Source: an optimization exercise on an open RTL-to-GDS flow (aim: small area). Production flows keep margins and buffers that such runs may drop.
In this exercise RTL edits were held to simulation tests only and were not proved equivalent to the original.
The clock port is modelled as an ideal driver; clocking choices that lean on that would not hold on a real chip.
Power figures rest on the tool's default switching activity, not on a simulated workload.

--- flow/flow/run.sh ---
#!/bin/bash
# The standard layout (standard.sh) with these changes:
#  - synthesis maps the logic with the ABC script flow/abc_area.script
#    (flow/synth.tcl is synth_recipe.tcl with only that change);
#  - the port buffers that global placement inserts are the smallest buffer;
#  - the clock tree is built by flow/manual_cts.tcl before ORFS's CTS step:
#    the flip-flops are split by location into 10 groups, each driven by a
#    clock buffer at its centre, all driven by one root buffer;
#  - constant outputs share one tie cell per value.
set -o pipefail
here=$(pwd)
# The standard flow's synthesis script must be the one we replace
head -1 synth_recipe.tcl | grep -q "proc synth" || exit 1
sed "s#SYNTH_SCRIPT=[^ ]*#SYNTH_SCRIPT=$here/flow/synth.tcl#" standard.sh > my_standard.sh
export MY_ABC_SCRIPT=$here/flow/abc_area.script
export BUFFER_PORTS_ARGS="-buffer_cell sky130_fd_sc_hd__buf_1"
export PRE_CTS_TCL=$here/flow/manual_cts.tcl
export CTS_ARGS="-sink_clustering_enable -repair_clock_nets -dont_use_dummy_load -buf_list {sky130_fd_sc_hd__clkbuf_4 sky130_fd_sc_hd__clkbuf_8}"
export SKIP_REPAIR_TIE_FANOUT=1
bash my_standard.sh > standard.log 2>&1
--- flow/flow/abc_area.script ---
&get -n
&st
&deepsyn -J 100 -T 300
&dch
&nf
&put
--- flow/flow/manual_cts.tcl ---
# Manual clock tree: split the clock sinks into N clusters by location
# (k-means) and drive each cluster from one clock buffer placed at its
# centre; the clock port drives only those N buffers.
proc manual_cts { ncl bufcell } {
  set block [ord::get_db_block]
  set dbu [$block getDbUnitsPerMicron]
  set pins {}
  set xs {}
  set ys {}
  foreach pin [get_pins -of_objects [get_nets clk]] {
    if { [get_property $pin direction] != "input" } { continue }
    set it [sta::sta_to_db_pin $pin]
    set inst [$it getInst]
    lassign [$inst getLocation] x y
    lappend pins $pin
    lappend xs [expr { double($x) / $dbu }]
    lappend ys [expr { double($y) / $dbu }]
  }
  set n [llength $pins]
  # initial centres: spread along the sorted x order
  set order [lsort -real -indices $xs]
  set cx {}
  set cy {}
  for { set c 0 } { $c < $ncl } { incr c } {
    set i [lindex $order [expr { int(($c + 0.5) * $n / $ncl) }]]
    lappend cx [lindex $xs $i]
    lappend cy [lindex $ys $i]
  }
  for { set iter 0 } { $iter < 50 } { incr iter } {
    set asg {}
    for { set i 0 } { $i < $n } { incr i } {
      set best 0
      set bd 1e30
      for { set c 0 } { $c < $ncl } { incr c } {
        set d [expr { abs([lindex $xs $i] - [lindex $cx $c]) + abs([lindex $ys $i] - [lindex $cy $c]) }]
        if { $d < $bd } { set bd $d; set best $c }
      }
      lappend asg $best
    }
    set ncx {}
    set ncy {}
    for { set c 0 } { $c < $ncl } { incr c } {
      set sx 0.0; set sy 0.0; set k 0
      for { set i 0 } { $i < $n } { incr i } {
        if { [lindex $asg $i] == $c } {
          set sx [expr { $sx + [lindex $xs $i] }]
          set sy [expr { $sy + [lindex $ys $i] }]
          incr k
        }
      }
      if { $k > 0 } {
        lappend ncx [expr { $sx / $k }]
        lappend ncy [expr { $sy / $k }]
      } else {
        lappend ncx [lindex $cx $c]
        lappend ncy [lindex $cy $c]
      }
    }
    set cx $ncx
    set cy $ncy
  }
  for { set c 0 } { $c < $ncl } { incr c } {
    set group {}
    for { set i 0 } { $i < $n } { incr i } {
      if { [lindex $asg $i] == $c } { lappend group [lindex $pins $i] }
    }
    if { [llength $group] == 0 } { continue }
    puts "manual_cts: buffer $c drives [llength $group] sinks at ([lindex $cx $c], [lindex $cy $c])"
    insert_buffer -buffer_cell $bufcell -net clk -load_pins $group \
      -location [list [lindex $cx $c] [lindex $cy $c]] \
      -buffer_name clkbuf_manual_$c -net_name clknet_manual_$c
  }
}

# a root buffer between the clock port and the leaf buffers
proc manual_root { bufcell } {
  set loads {}
  set sx 0.0; set sy 0.0
  foreach pin [get_pins -of_objects [get_nets clk]] {
    if { [get_property $pin direction] != "input" } { continue }
    lappend loads $pin
  }
  set block [ord::get_db_block]
  set dbu [$block getDbUnitsPerMicron]
  foreach pin $loads {
    lassign [[[sta::sta_to_db_pin $pin] getInst] getLocation] x y
    set sx [expr { $sx + double($x) / $dbu }]
    set sy [expr { $sy + double($y) / $dbu }]
  }
  set k [llength $loads]
  insert_buffer -buffer_cell $bufcell -net clk -load_pins $loads \
    -location [list [expr { $sx / $k }] [expr { $sy / $k }]] \
    -buffer_name clkbuf_manual_root -net_name clknet_manual_root
}

# Run as PRE_CTS_TCL inside ORFS's cts.tcl: 10 leaf buffers under one root.
# clock_tree_synthesis then finds the clock already buffered and adds none.
manual_cts 10 sky130_fd_sc_hd__clkbuf_8
manual_root sky130_fd_sc_hd__clkbuf_16
--- flow/flow/synth.tcl ---
# The standard flow's synth_recipe.tcl, with ABC mapping the logic with the script in
# flow/abc_area.script (registers are mapped before ABC and are unchanged)
proc synth {args} { yosys synth -nofsm -noshare {*}$args }
proc abc {args} {
  set i [lsearch -exact $args -script]
  if { $i >= 0 } {
    set args [lreplace $args [expr {$i + 1}] [expr {$i + 1}] $::env(MY_ABC_SCRIPT)]
  }
  yosys abc {*}$args
}
source $::env(SCRIPTS_DIR)/synth.tcl
# left out here: clear keep_hierarchy, flatten, clean up, hide names made inside functions, write 1_2_yosys.v
--- flow/standard.sh ---
#!/bin/bash
# synth_recipe.tcl (not shown) runs the flow's synth.tcl, then flattens the netlist and writes it again
# the make line also repeats each setting of config.mk as NAME=value (left out here)
make -C /OpenROAD-flow-scripts/flow DESIGN_CONFIG=/design/flow/config.mk WORK_HOME=/design/flow/orfs CLKGATE_MAP_FILE= SYNTH_SCRIPT=/design/flow/synth_recipe.tcl "${@:-finish}"
--- flow/config.mk ---
export PLATFORM = sky130hd
export DESIGN_NAME = udp_loop_top
export DESIGN_NICKNAME = udp_loop_top
export VERILOG_FILES = /design/flow/design.v
export SDC_FILE = /design/flow/constraint.sdc
export NUM_CORES = 4
export LEC_CHECK = 0
export CAP_MARGIN = 20
export CORE_AREA = 65 65 175 175
export DIE_AREA = 0 0 240 240
export SLEW_MARGIN = 20
--- flow/constraint.sdc ---
create_clock -name core_clock -period 10.0 [get_ports {clk}]
set_input_delay 2.0000 -clock core_clock [delete_from_list [all_inputs] [get_ports {clk}]]
set_output_delay 2.0000 -clock core_clock [all_outputs]
set_load 0.01 [all_outputs]
--- flow/design.v ---
package udp_pkg;
  localparam int WIDE_W         = 512;
  localparam int NARROW_W       = 256;
  localparam int WIDE_KEEP_W    = WIDE_W / 8;
  localparam int NARROW_KEEP_W  = NARROW_W / 8;
  localparam int BURST_W        = 8;
  localparam int ERR_W          = 16;
  localparam int PKT_SEQ_W      = 24;
  typedef struct packed {
    logic [NARROW_W-1:0]      data;
    logic [NARROW_KEEP_W-1:0] keep;
    logic                     last;
  } narrow_beat_t;
  localparam int NARROW_BEAT_W = NARROW_W + NARROW_KEEP_W + 1;
endpackage
`timescale 1ns/100ps
module udp_loop_top (
  input  logic                        clk,
  input  logic                        rst_n,
  input  logic                        burst_start,
  input  logic [udp_pkg::BURST_W-1:0] burst_len,
  output logic                        busy,
  output logic                        tx_valid,
  output udp_pkg::narrow_beat_t       tx_beat,
  input  logic                        tx_credit,
  input  logic                        rx_valid,
  input  udp_pkg::narrow_beat_t       rx_beat,
  output logic                        rx_credit,
  output logic [udp_pkg::BURST_W-1:0] pkt_count,
  output logic [udp_pkg::ERR_W-1:0]   err_count,
  output logic                        err_flag
);
  function automatic logic [2:0] jc_step(input logic [2:0] q, input logic up, input logic dn);
    if (up && !dn)      jc_step = {q[1:0], !q[2]};
    else if (dn && !up) jc_step = {!q[0], q[2:1]};
    else                jc_step = q;
  endfunction
  logic       gen_valid;
  logic [7:0] pkts_nleft;
  logic [1:0] g_beat;
  logic       g_send, g_ok;
  logic [2:0] f1;
  logic       dn_valid;
  logic       p1;
  assign g_ok   = !((f1[2] && !f1[0]) || (f1[2] && f1[1] && (gen_valid || dn_valid)) ||
                    (f1[1] && gen_valid && dn_valid));
  assign g_send = busy && g_ok;
  assign busy = (pkts_nleft != 8'hff);
  logic [8:0] pl_carry;                                 
  always_comb begin
    pl_carry[0] = g_send && (g_beat == 2'd2);
    for (int i = 0; i < 8; i++) pl_carry[i+1] = pl_carry[i] && pkts_nleft[i];
  end
  always_ff @(posedge clk or negedge rst_n) begin
    if (!rst_n) pkts_nleft <= 8'hff;
    else if (!busy && burst_start) pkts_nleft <= ~burst_len;
    else pkts_nleft <= pkts_nleft ^ pl_carry[7:0];
  end
  always_ff @(posedge clk or negedge rst_n) begin
    if (!rst_n) begin
      gen_valid <= 1'b0;
      g_beat    <= 2'd0;
    end else begin
      gen_valid <= g_send;
      if (g_send) begin
        if (g_beat == 2'd2) begin
          g_beat    <= 2'd0;
        end else begin
          g_beat <= g_beat + 1'b1;
        end
      end
    end
  end
  logic full;
  assign p1 = (f1[0] || f1[2]) && !(dn_valid || full || nar_valid);
  always_ff @(posedge clk or negedge rst_n) begin
    if (!rst_n) begin
      f1       <= 3'd0;
      dn_valid <= 1'b0;
    end else begin
      dn_valid <= p1;
      f1       <= jc_step(f1, gen_valid, p1);
    end
  end
  logic [2:0] n5;
  logic       nar_valid;
  logic       sd, fin, d_ok;
  logic [2:0] f2, c2;
  assign d_ok = !((f2[2] && !f2[0]) || (f2[2] && f2[1] && (nar_valid || tx_valid)) ||
                  (f2[1] && nar_valid && tx_valid));
  assign sd   = full && d_ok;
  assign fin  = n5[2] || (n5[0] && !n5[1]);
  always_ff @(posedge clk or negedge rst_n) begin
    if (!rst_n) begin
      full      <= 1'b0;
      n5        <= 3'd0;
      nar_valid <= 1'b0;
    end else begin
      nar_valid <= sd;
      if (sd) begin
        n5 <= {n5[1] && n5[0], n5[0], !n5[2]};
        if (fin) full <= 1'b0;
      end
      if (dn_valid) full <= 1'b1;
    end
  end
  logic        p2;
  logic [23:0] t_seq;
  logic [2:0]  t_idx;
  assign p2 = (f2[0] || f2[2]) && (c2[0] || c2[2]);
  logic [24:0] t_carry;
  always_comb begin
    t_carry[0] = p2 && t_idx[2] && !t_idx[0];
    for (int i = 0; i < 24; i++) t_carry[i+1] = t_carry[i] && t_seq[i];
  end
  always_ff @(posedge clk or negedge rst_n) begin
    if (!rst_n) begin
      f2       <= 3'd0;
      c2       <= 3'b110;
      tx_valid <= 1'b0;
      t_seq    <= 24'd0;
      t_idx    <= 3'd7;
    end else begin
      tx_valid <= p2;
      c2       <= jc_step(c2, tx_credit, p2);
      f2       <= jc_step(f2, nar_valid, p2);
      t_seq    <= t_seq ^ t_carry[23:0];
      if (p2) t_idx <= (t_idx == 3'd4) ? 3'd0 : t_idx + 1'b1;
    end
  end
  always_comb begin
    for (int j = 0; j < 8; j++) begin
      tx_beat.data[32*j +: 32] = {t_seq, 2'b00, t_idx, j[2:0]};
    end
    tx_beat.keep = '1;
    tx_beat.last = t_idx[2];
  end
  logic [23:0] a_seq;
  logic [1:0]  a_beat;
  logic        a_hl;                                    
  logic        a_lomm;                                  
  logic        z, b2;
  logic [28:0] e;                                       
  logic [31:0] col_any, col_mm;
  logic        keep_any, mm_nz, mm_z, dk_mm, a_mm, rl;
  assign b2 = (a_beat == 2'd2);
  assign z  = a_hl && b2;                               
  assign rl = rx_beat.last;
  assign e  = z ? 29'd0 : {a_seq, 2'b00, a_beat, a_hl};
  always_comb begin
    logic [7:0] col;
    for (int k = 0; k < 32; k++) begin
      for (int j = 0; j < 8; j++) col[j] = rx_beat.data[32*j + k];
      col_any[k] = |col;
      if (k >= 3) begin
        col_mm[k] = e[k-3] ? !(&col) : col_any[k];
      end else begin
        logic [3:0] c1, c0;
        int n1, n0;
        n1 = 0; n0 = 0;
        c1 = '0; c0 = '0;
        for (int j = 0; j < 8; j++) begin
          if (j[k]) begin c1[n1] = col[j]; n1++; end
          else      begin c0[n0] = col[j]; n0++; end
        end
        col_mm[k] = (|c0) || (z ? (|c1) : !(&c1));
      end
    end
  end
  assign keep_any = |rx_beat.keep;
  assign dk_mm    = (|col_mm) || (z ? keep_any : !(&rx_beat.keep));
  assign a_mm    = a_hl ? (a_lomm || dk_mm || (rl != b2)) : (dk_mm || !b2);
  logic [24:0] a_carry;
  always_comb begin
    a_carry[0] = rx_valid && (a_hl || rl) && b2;
    for (int i = 0; i < 24; i++) a_carry[i+1] = a_carry[i] && a_seq[i];
  end
  always_ff @(posedge clk or negedge rst_n) begin
    if (!rst_n) a_seq <= 24'd0;
    else        a_seq <= a_seq ^ a_carry[23:0];
  end
  always_ff @(posedge clk or negedge rst_n) begin
    if (!rst_n) begin
      a_beat <= 2'd0;
      a_hl   <= 1'b0;
    end else if (rx_valid) begin
      if (!a_hl && !rl) begin
        a_hl <= 1'b1;
      end else begin
        a_hl <= 1'b0;
        if (b2) begin
          a_beat <= 2'd0;
        end else begin
          a_beat <= a_beat + 1'b1;
        end
      end
    end
  end
  always_ff @(posedge clk) begin
    if (rx_valid && !a_hl) a_lomm <= dk_mm;
  end
  logic [1:0] q [4];
  logic [2:0] n;                                        
  logic [4:0] at;                                       
  logic [1:0] ub;
  logic       up_valid, up_credit, pr;
  logic       hl, pend;
  logic [1:0] wq;                                       
  logic       chk_valid;
  assign pr   = (n[0] || n[2]) && !(up_valid || up_credit || pend);
  assign ub   = q[0];
  assign at   = {n[2] && !n[0], n[2] && n[0], n[1] && !n[2], n[0] && !n[1], !n[0] && !n[2]};
  assign rx_credit = up_valid;
  always_ff @(posedge clk or negedge rst_n) begin
    if (!rst_n) begin
      n        <= 3'd0;
      up_valid <= 1'b0;
    end else begin
      up_valid <= pr;
      n        <= jc_step(n, rx_valid, up_valid);
    end
  end
  always_ff @(posedge clk) begin
    for (int i = 0; i < 4; i++) begin
      if (rx_valid && (up_valid ? at[i+1] : at[i])) q[i] <= {rl, a_mm};
      else if (up_valid) q[i] <= (i < 3) ? q[i+1] : q[i];
    end
  end
  assign chk_valid = up_credit && !hl;
  always_ff @(posedge clk or negedge rst_n) begin
    if (!rst_n) begin
      hl        <= 1'b0;
      pend      <= 1'b0;
      up_credit <= 1'b0;
    end else begin
      up_credit <= pend || (up_valid && !hl && !ub[1]);
      pend      <= up_valid && (hl || ub[1]);
      if (up_valid) hl <= !hl && !ub[1];
    end
  end
  always_ff @(posedge clk) begin
    if (up_valid && (hl || ub[1])) wq <= ub;
  end
  logic [16:0] e_carry;
  logic [8:0]  p_carry;
  always_comb begin
    e_carry[0] = chk_valid && wq[0];
    for (int i = 0; i < 16; i++) e_carry[i+1] = e_carry[i] && err_count[i];
    p_carry[0] = chk_valid && wq[1];
    for (int i = 0; i < 8; i++) p_carry[i+1] = p_carry[i] && pkt_count[i];
  end
  always_ff @(posedge clk or negedge rst_n) begin
    if (!rst_n) begin
      pkt_count  <= '0;
      err_count  <= '0;
      err_flag   <= 1'b0;
    end else begin
      err_count  <= err_count ^ e_carry[15:0];
      pkt_count  <= pkt_count ^ p_carry[7:0];
      if (chk_valid && wq[0]) err_flag <= 1'b1;
    end
  end
endmodule
==> flow_summary.ini, run 1 <==
[status]
outcome = complete, no violations

[critical_path]
path_class = input port to flop
end_kind = flop
r2r_end = t_seq[23]$_DFF_PN0_
worst_path_largest_cell_delay_ps = 260
reg2reg_slack_ps = 4310
r2r_cells = 28
crit_family = adder cells
cp.required_ps = 10230
crit_arrival_ps = 6950
cp_slowest_cell = o21a_1
critPathBufInv = 1
crit_top_cell = ha_1
worstReg2RegStart = f2[0]$_DFFE_PN0P_
cp_max_fo = 7
setup.worst_path.start_class = input port

[global_route]
grt_pass1_vias = 7653
grt_start_max_net_pins = 80
grt_pass1_wl_um = 81540
grt_use_total = 0.1926
grt_antenna_before_repair = 77
overflow = 0

[sta]
relSlewSlack = 0.3682
period_share = 0.6718
fin_skew_ps = 31.57
rsz0062_at_grt = false
finalHoldViolations = 0
period_minus_slack_ps = 6718
fmax_mhz = 148.9
finalSetupTns_ps = 0
finalMaxSlewViolations = 0
setup_violations = 0
worst_slew_pin_slew_ps = 947.7
hold_slack_ps = 436.9

[yosys]
ys_seq_area_frac = 0.3734
synth_seq_cells = 124
synth_cells = 847
synthesis.nets = 1230
ys.warnings.count = 2
yosysUniqueCellTypes = 47
syn_area_um2 = 8502
ys.flop_type = dfrtp_1
async_flop_share = 0.9113
synth-edff-count = 11
syn_avg_cell_area_um2 = 10.04

[layout]
area_growth_pct = 6.240
final_cell_mix = 545 x buf_1, 100 x dfrtp_1, 83 x nand4_1, 81 x ha_1, 76 x nor4_1
final_common_cell = buf_1
drive_gt1_frac = 0.02360
nets = 1529
utilization = 0.7583
final_cell_area_um2 = 9032
fillers = 949
seq_area_um2 = 3174
multi_input_area_um2 = 3301

[clock_network]
cts_hold_buf = 0
post-cts-setup-buffers = 0
cts_resized = 0
clk_latency_ps = 350
clk_pin_slew_ps = 90

[detailed_routing]
wl_per_cell_um = 49.82
detail-route-antenna-nets = 0
dr.pass1.iters = 5
wirelength_um = 65970
drc = 0
vias_per_cell = 6.204
drtIter0Drc = 467
vias = 8214

[die]
die_width_um = 240
die_h_um = 240
die_area_um2 = 57600
rows = 40
initial_core_util = 0.7138
core-area_um2 = 11910
pin_count = 619

[placement]
portBuffers = 546
dpl_cell_area_um2 = 8787
hpwl_um = 61950
place_congestion = 0.8758

[pwr]
power.internal_mw = 1.010
power_frac_comb = 0.412
switching_share = 0.4264
leakagePower_nw = 3.724
peakVddDrop_v = 0.0001229
seqPwrFrac = 0.444
p_sw_mw = 0.7510
power_density_nw_per_um2 = 195.0
pwr-share-clk = 0.144

[min_path]
hold_path_class = flop to flop
min_from = q[0][0]$_DFFE_PP_
hold_end = wq[0]$_DFFE_PP_
whs_path_depth = 0

[run]
maxCapViolations = 0
layout make-up, without the clock buffers:
type,instances,area share
multi-input cells,445,0.3654
flip-flops and latches,124,0.3514
repair buffers,548,0.2290
well taps,147,0.02036
diodes,33,0.009143
inverters,16,0.006649
worst register-to-register path: cells and delay by family (launching register included):
kind	cells	cell delay, ps
XOR/XNOR	1	160
AO/OA/AOI/OAI	1	390
AND/OR/NAND/NOR	2	180
adder cells (fa/ha/maj)	23	4200
flip-flops	1	420
buffers and inverters	1	240
layer usage:
| layer | wire, um | track usage | up-vias |
|---|---|---|---|
| li1 | - | - | 3576 |
| met5 | 539 | 0 | - |
| met3 | 10430 | 0.1508 | 164 |
| met2 | 34710 | 0.3629 | 519 |
| met1 | 18810 | 0.1528 | 3871 |
| met4 | 1480 | 0.03249 | 84 |
through the flow:
step	std cells	setup slack (ps)	total power, mW
after global placement	1280	3135	1.511
after global routing	1320	3066	1.895
after CTS	1291	2913	1.737
after detailed placement	1280	2936	1.535
final	1324	3282	1.761
after floorplan	847	3436	1.302
synth_stat cells (all sizes together), types with 3 or more instances:
cell	instances	area, um^2
buf	262	1967
dfrtp	100	2502
nand4	83	519.3
ha	81	1013
nor4	76	475.5
nor2	31	116.4
o211ai	23	172.7
a22o	22	192.7
nand2	22	82.58
a21oi	21	105.1
clkinv	16	60.06
dfstp	13	341.6
edfxtp	11	330.3
o21ai	9	45.04
a22oi	7	52.55
nor2b	7	43.79
nor3	5	25.02
xor2	5	43.79
a221o	4	40.04
or4	4	30.03
and2	3	18.77
and3b	3	26.28
mux2	3	33.78
nand3	3	15.01
nand3b	3	22.52
or3	3	18.77
sequential cells by signal, summed over array words and instances, names as in the netlist, 2 cells and up:
register	flops
a_seq	24
f1	3
a_beat	2
err_count	16
n	3
c2	3
f2	3
pkts_nleft	8
n5	3
q	8
g_beat	2
pkt_count	8
t_seq	24
t_idx	3
wq	2
how the worst max path moves through the flow:
stage                     from                   to  depth (start not counted)  slack, ps
detailed placement  rx_beat[0]  a_seq[23]$_DFF_PN0_                         27       2940
global placement    rx_beat[0]  a_seq[23]$_DFF_PN0_                         27       3130
floorplan           rx_beat[0]  a_seq[23]$_DFF_PN0_                         26       3440
CTS                 rx_beat[0]  a_seq[23]$_DFF_PN0_                         27       2910
global route          rx_valid  a_seq[23]$_DFF_PN0_                         27       3070
finish              rx_beat[0]  a_seq[23]$_DFF_PN0_                         27       3280
cells by family after synthesis:
kind of cell / synth area share
fa+ha+maj: 0.1192
other cells: 0.0008833
buf+inv: 0.2384
mux: 0.003973
flops: 0.3734
simple gates: 0.1694
xor+xnor: 0.006181
compound gates: 0.08860
power by group through the flow:
stage	clock network (mW)	registers, mW	logic [mW]
finish	0.253	0.782	0.726
global route	0.278	0.806	0.811
CTS	0.196	0.791	0.750
detailed placement	0	0.789	0.746
global placement	0	0.781	0.730
floorplan	0	0.774	0.528
==> inputs of run 2 (changes only) <==
--- a/flow/flow/manual_cts.tcl
+++ b/flow/flow/manual_cts.tcl
@@ -97,3 +97,3 @@
 # clock_tree_synthesis then finds the clock already buffered and adds none.
 manual_cts 10 sky130_fd_sc_hd__clkbuf_8
-manual_root sky130_fd_sc_hd__clkbuf_16
+manual_root sky130_fd_sc_hd__clkbuf_8
==> run 2 against run 1 <==
Effect of this change:
- sequential cell count unchanged
- largest cell class unchanged
- global-route usage about the same
- setup slack better by 52 ps
- still clean on timing, DRC and antenna
- die area unchanged
- routed wire length down 0.16%
- synthesized cell count unchanged
- via count up 0.51%
- power down 0.45%
==> flow_summary.ini, run 2 <==
[min_path]
hold_path_class = flop to flop
min_from = q[0][0]$_DFFE_PP_
hold_end = wq[0]$_DFFE_PP_
whs_path_depth = 0

[yosys]
syn_avg_cell_area_um2 = 10.04
synth.area.top_cells = dfrtp_1 29%, buf_4 23%, ha_1 12%
synth_seq_cells = 124
synth-edff-count = 11
ys.flop_type = dfrtp_1
synth.most_common_cell = buf_4
syn_area_um2 = 8502
async_flop_share = 0.9113
yosysTopAreaCell = dfrtp_1
ys_seq_area_frac = 0.3734
synthesis.nets = 1230
synth_cells = 847
synthTopCellsByCount = 262 x buf_4, 100 x dfrtp_1, 83 x nand4_1
synth.top_cell.area_share = 0.2943
yosysUniqueCellTypes = 47
ys.warnings.count = 2

[layout]
final_cell_area_um2 = 9019
drive_gt1_frac = 0.02360
area_growth_pct = 6.078
seq_area_um2 = 3174
fillers = 950
nets = 1529
top_regs = a_seq: 24 flops, t_seq: 24 flops, err_count: 16 flops
final_common_cell = buf_1
finalNonFillerCells = 1323
final_cell_mix = 545 x buf_1, 100 x dfrtp_1, 83 x nand4_1, 81 x ha_1, 76 x nor4_1
multi_input_area_um2 = 3301

[placement]
portBuffers = 546
hpwl_um = 61950
dpl_cell_area_um2 = 8787
dp_cells = 1280
place_congestion = 0.8758
pre_cts_ws_ps = 2936

[sta]
setup_violations = 0
setup_slack_ps = 3334
finalMaxSlewViolations = 0
finalSetupTns_ps = 0
worst_slew_pin_slew_ps = 940.5
rsz0062_at_grt = false
finalHoldViolations = 0
relSlewSlack = 0.3730
fmax_mhz = 150.0
period_minus_slack_ps = 6666
fin_skew_ps = 30.82
period_share = 0.6666

[critical_path]
cp_max_fo = 7
cp.required_ps = 10280
path_class = input port to flop
reg2reg_slack_ps = 4290
worstReg2RegStart = f2[0]$_DFFE_PN0P_
r2r_end = t_seq[23]$_DFF_PN0_
crit_arrival_ps = 6950
end_kind = flop
setup.worst_path.start_class = input port
r2r_cells = 28

[die]
rows = 40
pin_count = 619
die_width_um = 240
initial_core_util = 0.7138
core-area_um2 = 11910
die_h_um = 240
die_area_um2 = 57600

[detailed_routing]
vias_per_cell = 6.240
drc = 0
wirelength_um = 65860
detail-route-antenna-nets = 0
dr.pass1.iters = 5
wl_per_cell_um = 49.78
drtIter0Drc = 556
vias = 8256

[pwr]
peakVddDrop_v = 0.0001288
pwr-share-clk = 0.139
leakagePower_nw = 3.719
switching_share = 0.4293
power_frac_comb = 0.415
p_sw_mw = 0.7527
finalPower_mw = 1.753
power.internal_mw = 1.001
power_density_nw_per_um2 = 194.4
seqPwrFrac = 0.446

[run]
maxCapViolations = 0

[status]
outcome = complete, no violations

[global_route]
grt_use_total = 0.1924
grt_pass1_vias = 7647
grt_start_max_net_pins = 80
overflow = 0
grt_pass1_wl_um = 81420
grt_antenna_before_repair = 78

[clock_network]
cts_resized = 0
cts_hold_buf = 0
clk_pin_slew_ps = 90
post-cts-setup-buffers = 0
clk_latency_ps = 410
-- run 2: cell counts after synthesis --
Identical to the previous run, type by type.
-- run 2: power groups by stage --
stage	combinational (mW)	sequential, mW	clock (mW)
global route	0.811	0.806	0.268
finish	0.727	0.782	0.245
floorplan	0.528	0.774	0
global placement	0.730	0.781	0
detailed placement	0.746	0.789	0
CTS	0.750	0.790	0.188
-- run 2: worst max-delay path by stage --
stage | cells after the start | end | startpoint | slack, ps
floorplan | 26 | a_seq[23]$_DFF_PN0_ | rx_beat[0] | 3440
global route | 27 | a_seq[23]$_DFF_PN0_ | rx_valid | 3120
CTS | 27 | a_seq[23]$_DFF_PN0_ | rx_beat[0] | 2910
detailed placement | 27 | a_seq[23]$_DFF_PN0_ | rx_beat[0] | 2940
global placement | 27 | a_seq[23]$_DFF_PN0_ | rx_beat[0] | 3130
finish | 27 | a_seq[23]$_DFF_PN0_ | rx_beat[0] | 3330
-- run 2: per-stage QoR --
| stage | utilization | hold WS [ps] |
|---|---|---|
| final | 0.7571 | 435.5 |
| after global routing | 0.7565 | 451.4 |
| after CTS | 0.7504 | 409.2 |
| after detailed placement | 0.7377 | 416.2 |
| after global placement | 0.7377 | 420.3 |
| after floorplan | - | 400.3 |
-- run 2: layout make-up, without the clock buffers --
| type | instances | share of cell area |
|---|---|---|
| Multi-Input combinational cell | 445 | 0.3660 |
| Sequential cell | 124 | 0.3520 |
| Timing Repair Buffer | 548 | 0.2293 |
| Tap cell | 147 | 0.02039 |
| Antenna cell | 32 | 0.008879 |
| Inverter | 16 | 0.006659 |
-- run 2: per-layer routing --
metal / track usage / vias to the layer above / part of all wire
li1: - / 3577 / -
met1: 0.1525 / 3869 / 0.28
met2: 0.3628 / 547 / 0.53
met3: 0.1505 / 177 / 0.16
met4: 0.03265 / 86 / 0.023
met5: 0 / - / 0.0081
-- run 2: critical path: stages --
cell	delay (ps)
buf_1	150
o21a_1	260
and2_0	180
ha_1	180
ha_1	180
ha_1	180
ha_1	180
ha_1	180
ha_1	180
ha_1	190
ha_1	180
ha_1	180
ha_1	180
ha_1	180
ha_1	180
ha_1	180
ha_1	180
ha_1	180
ha_1	190
ha_1	180
ha_1	190
ha_1	190
ha_1	180
ha_1	180
ha_1	180
ha_1	190
xor2_1	140
-- run 2: logic make-up after synthesis --
logic type,share of synthesized area
buffers and inverters,0.2384
AND/OR/NAND/NOR,0.1694
flip-flops,0.3734
AO/OA/AOI/OAI,0.08860
adder cells (fa/ha/maj),0.1192
XOR/XNOR,0.006181
multiplexers,0.003973
other,0.0008833
==> inputs of run 3 (changes only) <==
--- a/flow/design.v
+++ b/flow/design.v
@@ -209,5 +209,5 @@
   logic       chk_valid;
   assign pr   = (n[0] || n[2]) && !(up_valid || up_credit || pend);
-  assign ub   = q[0];
+  assign ub   = ({2{at[1]}} & q[0]) | ({2{at[2]}} & q[1]) | ({2{at[3]}} & q[2]) | ({2{at[4]}} & q[3]);
   assign at   = {n[2] && !n[0], n[2] && n[0], n[1] && !n[2], n[0] && !n[1], !n[0] && !n[2]};
   assign rx_credit = up_valid;
@@ -222,7 +222,7 @@
   end
   always_ff @(posedge clk) begin
-    for (int i = 0; i < 4; i++) begin
-      if (rx_valid && (up_valid ? at[i+1] : at[i])) q[i] <= {rl, a_mm};
-      else if (up_valid) q[i] <= (i < 3) ? q[i+1] : q[i];
+    if (rx_valid) begin
+      q[0] <= {rl, a_mm};
+      for (int i = 1; i < 4; i++) q[i] <= q[i-1];
     end
   end
==> run 3 against run 2 <==
Effect of this change:
- still clean on timing, DRC and antenna
- global-route usage about the same
- synthesized cell count down 0.47%
- clock skew up 2.3 ps
- hold slack better by 21 ps
- via count about the same
==> flow_summary.ini, run 3 <==
[status]
outcome = complete, no violations

[pwr]
peakVddDrop_v = 0.0003201
finalPower_mw = 1.696
leakagePower_nw = 3.641
power_density_nw_per_um2 = 188.3

[detailed_routing]
wl_per_cell_um = 49.20
wirelength_um = 66230
dr.pass1.iters = 5
drc = 0
drtIter0Drc = 593
vias = 8261
detail-route-antenna-nets = 0
vias_per_cell = 6.137

[sta]
worst_slew_pin_slew_ps = 807.5
finalMaxSlewViolations = 0
finalHoldViolations = 0
rsz0062_at_grt = false
relSlewSlack = 0.4617
period_minus_slack_ps = 6592
period_share = 0.6592
setup_violations = 0
fmax_mhz = 151.7
finalSetupTns_ps = 0
fin_skew_ps = 33.12

[layout]
final_cell_area_um2 = 9005
final_cell_mix = 545 x buf_1, 100 x dfrtp_1, 82 x nand4_1, 81 x ha_1, 76 x nor4_1
area_growth_pct = 6.939
top_regs = a_seq: 24 flops, t_seq: 24 flops, err_count: 16 flops
nets = 1525
final_common_cell = buf_1
drive_gt1_frac = 0.02368

[yosys]
yosysUniqueCellTypes = 45
ys.flop_type = dfrtp_1
synthesis.nets = 1226
synthTopCellsByCount = 262 x buf_4, 100 x dfrtp_1, 82 x nand4_1
syn_area_um2 = 8421
ys.warnings.count = 2
syn_avg_cell_area_um2 = 9.989
async_flop_share = 0.9113
synth_seq_cells = 124
synth-edff-count = 11
synth_cells = 843
ys_seq_area_frac = 0.3770
synth.area.top_cells = dfrtp_1 30%, buf_4 23%, ha_1 12%
synth.most_common_cell = buf_4
synth.top_cell.area_share = 0.2972
yosysTopAreaCell = dfrtp_1

[die]
initial_core_util = 0.7069
pin_count = 619
die_h_um = 240
rows = 40
die_width_um = 240
die_area_um2 = 57600
core-area_um2 = 11910

[critical_path]
setup.worst_path.start_class = input port
cp.required_ps = 10280
crit_top_cell = ha_1
end_kind = flop
cp_slowest_cell = buf_1
cp_max_fo = 13
path_class = input port to flop
worst_path_largest_cell_delay_ps = 270
crit_arrival_ps = 6880

[placement]
place_congestion = 0.8475
hpwl_um = 62280
portBuffers = 546
dpl_cell_area_um2 = 8706

[global_route]
grt_use_total = 0.1925
grt_pass1_vias = 7572
grt_pass1_wl_um = 81120
overflow = 0
grt_start_max_net_pins = 69
grt_antenna_before_repair = 130

[min_path]
hold_path_class = flop to flop

[clock_network]
cts_resized = 0
cts_hold_buf = 0
post-cts-setup-buffers = 0
clk_pin_slew_ps = 90
clk_latency_ps = 400

[run]
maxCapViolations = 0
==> run 3: power by group <==
part	total (mW)	internal, mW	switching [mW]
clock network	0.242	0.0984	0.143
logic	0.703	0.228	0.475
registers	0.751	0.638	0.113
==> run 3: path summary, 6_finish.rpt <==
path | from | slack [ps] | endpoint | depth (start not counted)
min in group asynchronous | rst_n | 1640 | a_seq[12]$_DFF_PN0_ | 1
worst min register to register | up_credit$_DFF_PN0_ | 460 | up_valid$_DFF_PN0_ | 1
worst max-delay path | rx_valid | 3410 | a_seq[23]$_DFF_PN0_ | 27
worst max register to register | c2[0]$_DFFE_PN0P_ | 4320 | t_seq[23]$_DFF_PN0_ | 27
worst min-delay path | up_credit$_DFF_PN0_ | 460 | up_valid$_DFF_PN0_ | 1
max in group asynchronous | rst_n | 7100 | n5[0]$_DFFE_PN0P_ | 2
==> run 3: logic make-up (layout without fill, tap and decap cells) <==
| kind of cell | Yosys count | after routing | share of synthesized area |
|---|---|---|---|
| simple gates | 231 | 231 | 0.1572 |
| xor+xnor | 6 | 6 | 0.006241 |
| mux | 2 | 2 | 0.002378 |
| flops | 124 | 124 | 0.3770 |
| compound gates | 111 | 111 | 0.09168 |
| other cells | 2 | 61 | 0.0008919 |
| fa+ha+maj | 81 | 81 | 0.1204 |
| buf+inv | 286 | 583 | 0.2443 |
==> run 3: worst max-delay path, delay by kind of cell <==
kind | cells | cell delay [ps]
adder cells (fa/ha/maj) | 23 | 4190
buffers and inverters | 1 | 270
AO/OA/AOI/OAI | 1 | 210
XOR/XNOR | 1 | 140
AND/OR/NAND/NOR | 1 | 80
==> run 3: stage by stage <==
stage               utilization  worst slack (ps)  hold WS [ps]  std cells
floorplan                     -              3536         411.1        843
global placement         0.7309              3139         422.5       1276
detailed placement       0.7309              2944         443.2       1276
CTS                      0.7436              2943         443.2       1287
global route             0.7535              3107         467.2       1334
finish                   0.7560              3408         456.0       1346
==> run 3: final cells by class, without the clock buffers <==
type,instances,area [um^2]
antenna,59,147.6
fill,929,2907
inverter,24,90.09
multi-input combinational,433,3189
sequential,124,3174
tap,147,183.9
timing repair buffer,548,2068
==> run 3: metal layers <==
metal  share of wire  global-route usage
met1            0.30              0.1610
met5           0.013                   0
met3            0.20              0.1966
met4           0.019             0.03859
met2            0.47              0.3178
==> inputs of run 4 (changes only) <==
--- a/flow/flow/run.sh
+++ b/flow/flow/run.sh
@@ -5,5 +5,5 @@
 #  - the port buffers that global placement inserts are the smallest buffer;
 #  - the clock tree is built by flow/manual_cts.tcl before ORFS's CTS step:
-#    the flip-flops are split by location into 10 groups, each driven by a
+#    the flip-flops are split by location into 8 groups, each driven by a
 #    clock buffer at its centre, all driven by one root buffer;
 #  - constant outputs share one tie cell per value.
--- a/flow/flow/manual_cts.tcl
+++ b/flow/flow/manual_cts.tcl
@@ -94,6 +94,6 @@
 }
 
-# Run as PRE_CTS_TCL inside ORFS's cts.tcl: 10 leaf buffers under one root.
+# Run as PRE_CTS_TCL inside ORFS's cts.tcl: 8 leaf buffers under one root.
 # clock_tree_synthesis then finds the clock already buffered and adds none.
-manual_cts 10 sky130_fd_sc_hd__clkbuf_8
+manual_cts 8 sky130_fd_sc_hd__clkbuf_8
 manual_root sky130_fd_sc_hd__clkbuf_8
==> run 4 against run 3 <==
Effect of this change:
- combinational power hardly changed
- sequential cell count stayed put
- setup slack worse by 29 ps
- final area is 0.25% lower
- largest power group unchanged
==> flow_summary.ini, run 4 <==
[layout]
nets = 1523
final_cell_mix = 545 x buf_1, 100 x dfrtp_1, 82 x nand4_1, 81 x ha_1, 76 x nor4_1
fillers = 933
top_regs = a_seq: 24 flops, t_seq: 24 flops, err_count: 16 flops
final_cell_area_um2 = 8982
utilization = 0.7541
drive_gt1_frac = 0.02197
area_growth_pct = 6.672
final_common_cell = buf_1

[min_path]
whs_path_depth = 1
hold_path_class = flop to flop
min_from = up_credit$_DFF_PN0_
hold_end = up_valid$_DFF_PN0_

[global_route]
overflow = 0
grt_pass1_wl_um = 80820
grt_antenna_before_repair = 132
grt_pass1_vias = 7515
grt_use_total = 0.1917
grt_start_max_net_pins = 69

[detailed_routing]
vias = 8206
dr.pass1.iters = 5
detail-route-antenna-nets = 0
wl_per_cell_um = 48.97
vias_per_cell = 6.097
drtIter0Drc = 559
wirelength_um = 65920
drc = 0

[die]
rows = 40
die_area_um2 = 57600
core-area_um2 = 11910
pin_count = 619
initial_core_util = 0.7069
die_h_um = 240
die_width_um = 240

[yosys]
syn_area_um2 = 8421
async_flop_share = 0.9113
synth-edff-count = 11
ys.flop_type = dfrtp_1
yosysUniqueCellTypes = 45
synth_cells = 843
synth.area.top_cells = dfrtp_1 30%, buf_4 23%, ha_1 12%
ys.warnings.count = 2
synth.most_common_cell = buf_4
synth_seq_cells = 124
ys_seq_area_frac = 0.3770
yosysTopAreaCell = dfrtp_1
synth.top_cell.area_share = 0.2972
synthTopCellsByCount = 262 x buf_4, 100 x dfrtp_1, 82 x nand4_1
syn_avg_cell_area_um2 = 9.989
synthesis.nets = 1226

[pwr]
power.internal_mw = 0.9469
finalPower_mw = 1.671
seqPwrFrac = 0.449
pwr-share-clk = 0.131
leakagePower_nw = 3.627
peakVddDrop_v = 0.0003173
power_density_nw_per_um2 = 186.0
switching_share = 0.4333
power_frac_comb = 0.420
p_sw_mw = 0.7239

[critical_path]
cp_slowest_cell = buf_1
path_class = input port to flop
crit_arrival_ps = 6880
reg2reg_slack_ps = 4310
critPathBufInv = 1
worstReg2RegStart = c2[0]$_DFFE_PN0P_
crit_top_cell = ha_1
worst_path_largest_cell_delay_ps = 270
cp.required_ps = 10260
cp_max_fo = 13
r2r_end = t_seq[23]$_DFF_PN0_
crit_family = adder cells
r2r_cells = 27
end_kind = flop
setup.worst_path.start_class = input port

[placement]
pre_cts_ws_ps = 2944
portBuffers = 546
dpl_cell_area_um2 = 8706
place_congestion = 0.8475
hpwl_um = 62280

[clock_network]
clk_latency_ps = 380
clk_pin_slew_ps = 90
post-cts-setup-buffers = 0
cts_resized = 0
cts_hold_buf = 0

[sta]
setup_violations = 0
rsz0062_at_grt = false
finalHoldViolations = 0
relSlewSlack = 0.4543
setup_slack_ps = 3379
period_share = 0.6621
worst_slew_pin_slew_ps = 818.6
period_minus_slack_ps = 6621
finalMaxSlewViolations = 0
finalSetupTns_ps = 0
fin_skew_ps = 24.83
fmax_mhz = 151.0

[run]
maxCapViolations = 0

[status]
outcome = complete, no violations
run 4: cell types whose count changed in the layout (fill, tap and decap cells not counted):
cell	before	now
clkbuf_8	11	9
diode_2	59	61
run 4: kinds of logic after synthesis:
family                   synth area share
AO/OA/AOI/OAI                     0.09168
XOR/XNOR                         0.006241
adder cells (fa/ha/maj)            0.1204
buffers and inverters              0.2443
flip-flops                         0.3770
multiplexers                     0.002378
other                           0.0008919
AND/OR/NAND/NOR                    0.1572
run 4: through the flow:
stage	cells	hold slack (ps)
2_1_floorplan	843	411.1
3_3_place_gp	1276	422.5
3_5_place_dp	1276	443.2
4_1_cts	1285	443.2
5_1_grt	1334	477.1
6_report	1346	458.8
run 4: layout make-up, without the clock buffers:
class	instances	area [um^2]	share of cell area
multi-input cells	433	3189	0.3551
flip-flops and latches	124	3174	0.3534
repair buffers	548	2068	0.2303
well taps	147	183.9	0.02048
diodes	61	152.6	0.01699
inverters	24	90.09	0.01003
run 4: power groups by stage:
stage	Sequential, mW	Clock, mW	Combinational, mW
after CTS	0.760	0.168	0.736
final	0.750	0.219	0.702
after global placement	0.753	0	0.720
after floorplan	0.751	0	0.513
after global routing	0.774	0.242	0.792
after detailed placement	0.759	0	0.733
run 4: metal layers:
metal	routed length (um)	vias up	global-route usage
met1	19590	3745	0.1599
li1	-	3582	-
met4	1438	140	0.04040
met5	891	-	0
met2	30570	528	0.3153
met3	13420	211	0.1972
run 4: how the worst max path moves through the flow:
| stage | endpoint | startpoint | depth (start not counted) | slack [ps] |
|---|---|---|---|---|
| 2_1_floorplan | a_seq[23]$_DFF_PN0_ | rx_beat[0] | 26 | 3540 |
| 3_3_place_gp | a_seq[23]$_DFF_PN0_ | rx_valid | 27 | 3140 |
| 3_5_place_dp | a_seq[23]$_DFF_PN0_ | rx_valid | 27 | 2940 |
| 4_1_cts | a_seq[23]$_DFF_PN0_ | rx_valid | 27 | 2950 |
| 5_1_grt | a_seq[23]$_DFF_PN0_ | rx_valid | 27 | 3090 |
| 6_report | a_seq[23]$_DFF_PN0_ | rx_valid | 27 | 3380 |
run 4: worst register-to-register path, stage by stage, from the launching register on:
cell,delay [ps]
dfrtp_1,420
o22ai_1,320
clkinv_1,240
and3_1,240
ha_1,180
ha_1,180
ha_1,180
ha_1,180
ha_1,180
ha_1,180
ha_1,180
ha_1,180
ha_1,180
ha_1,180
ha_1,180
ha_1,190
ha_1,180
ha_1,180
ha_1,190
ha_1,180
ha_1,180
ha_1,180
ha_1,180
ha_1,180
ha_1,180
ha_1,180
ha_1,180
xor2_1,160

## port drivers added, routing unchanged
In the flow no input, the clock included, has a driving cell. The finished layouts below were timed again as built, in two steps. Step 1 (the two cells are an assumption about what drives the block):
set clk [get_ports {clk}]
set_driving_cell -lib_cell sky130_fd_sc_hd__clkbuf_16 $clk
set_driving_cell -lib_cell sky130_fd_sc_hd__buf_2 [delete_from_list [all_inputs] $clk]
Step 2 adds t to the input delays and takes it off the output delays; t is the mean of the earliest and latest rising clock arrival at the registers after step 1. Input paths then give back, and output paths get back, about the clock's delay inside the block. a / b / c = ideal / step 1 / step 2; a / b = the first two.
run	shift t [ns]	setup slack, ns	pins driven straight from the clock port
run 1	0.389	3.282 / 3.272 / 2.883	1
run 2	0.438	3.334 / 3.319 / 2.881	1
run 3	0.436	3.408 / 3.394 / 2.958	1
run 4	0.415	3.379 / 3.363 / 2.948	1
After both steps setup and hold are still met in every run listed. For run 2, which loses most, drivers alone change the setup slack by -0.015 ns; drivers and shift together by -0.453 ns.
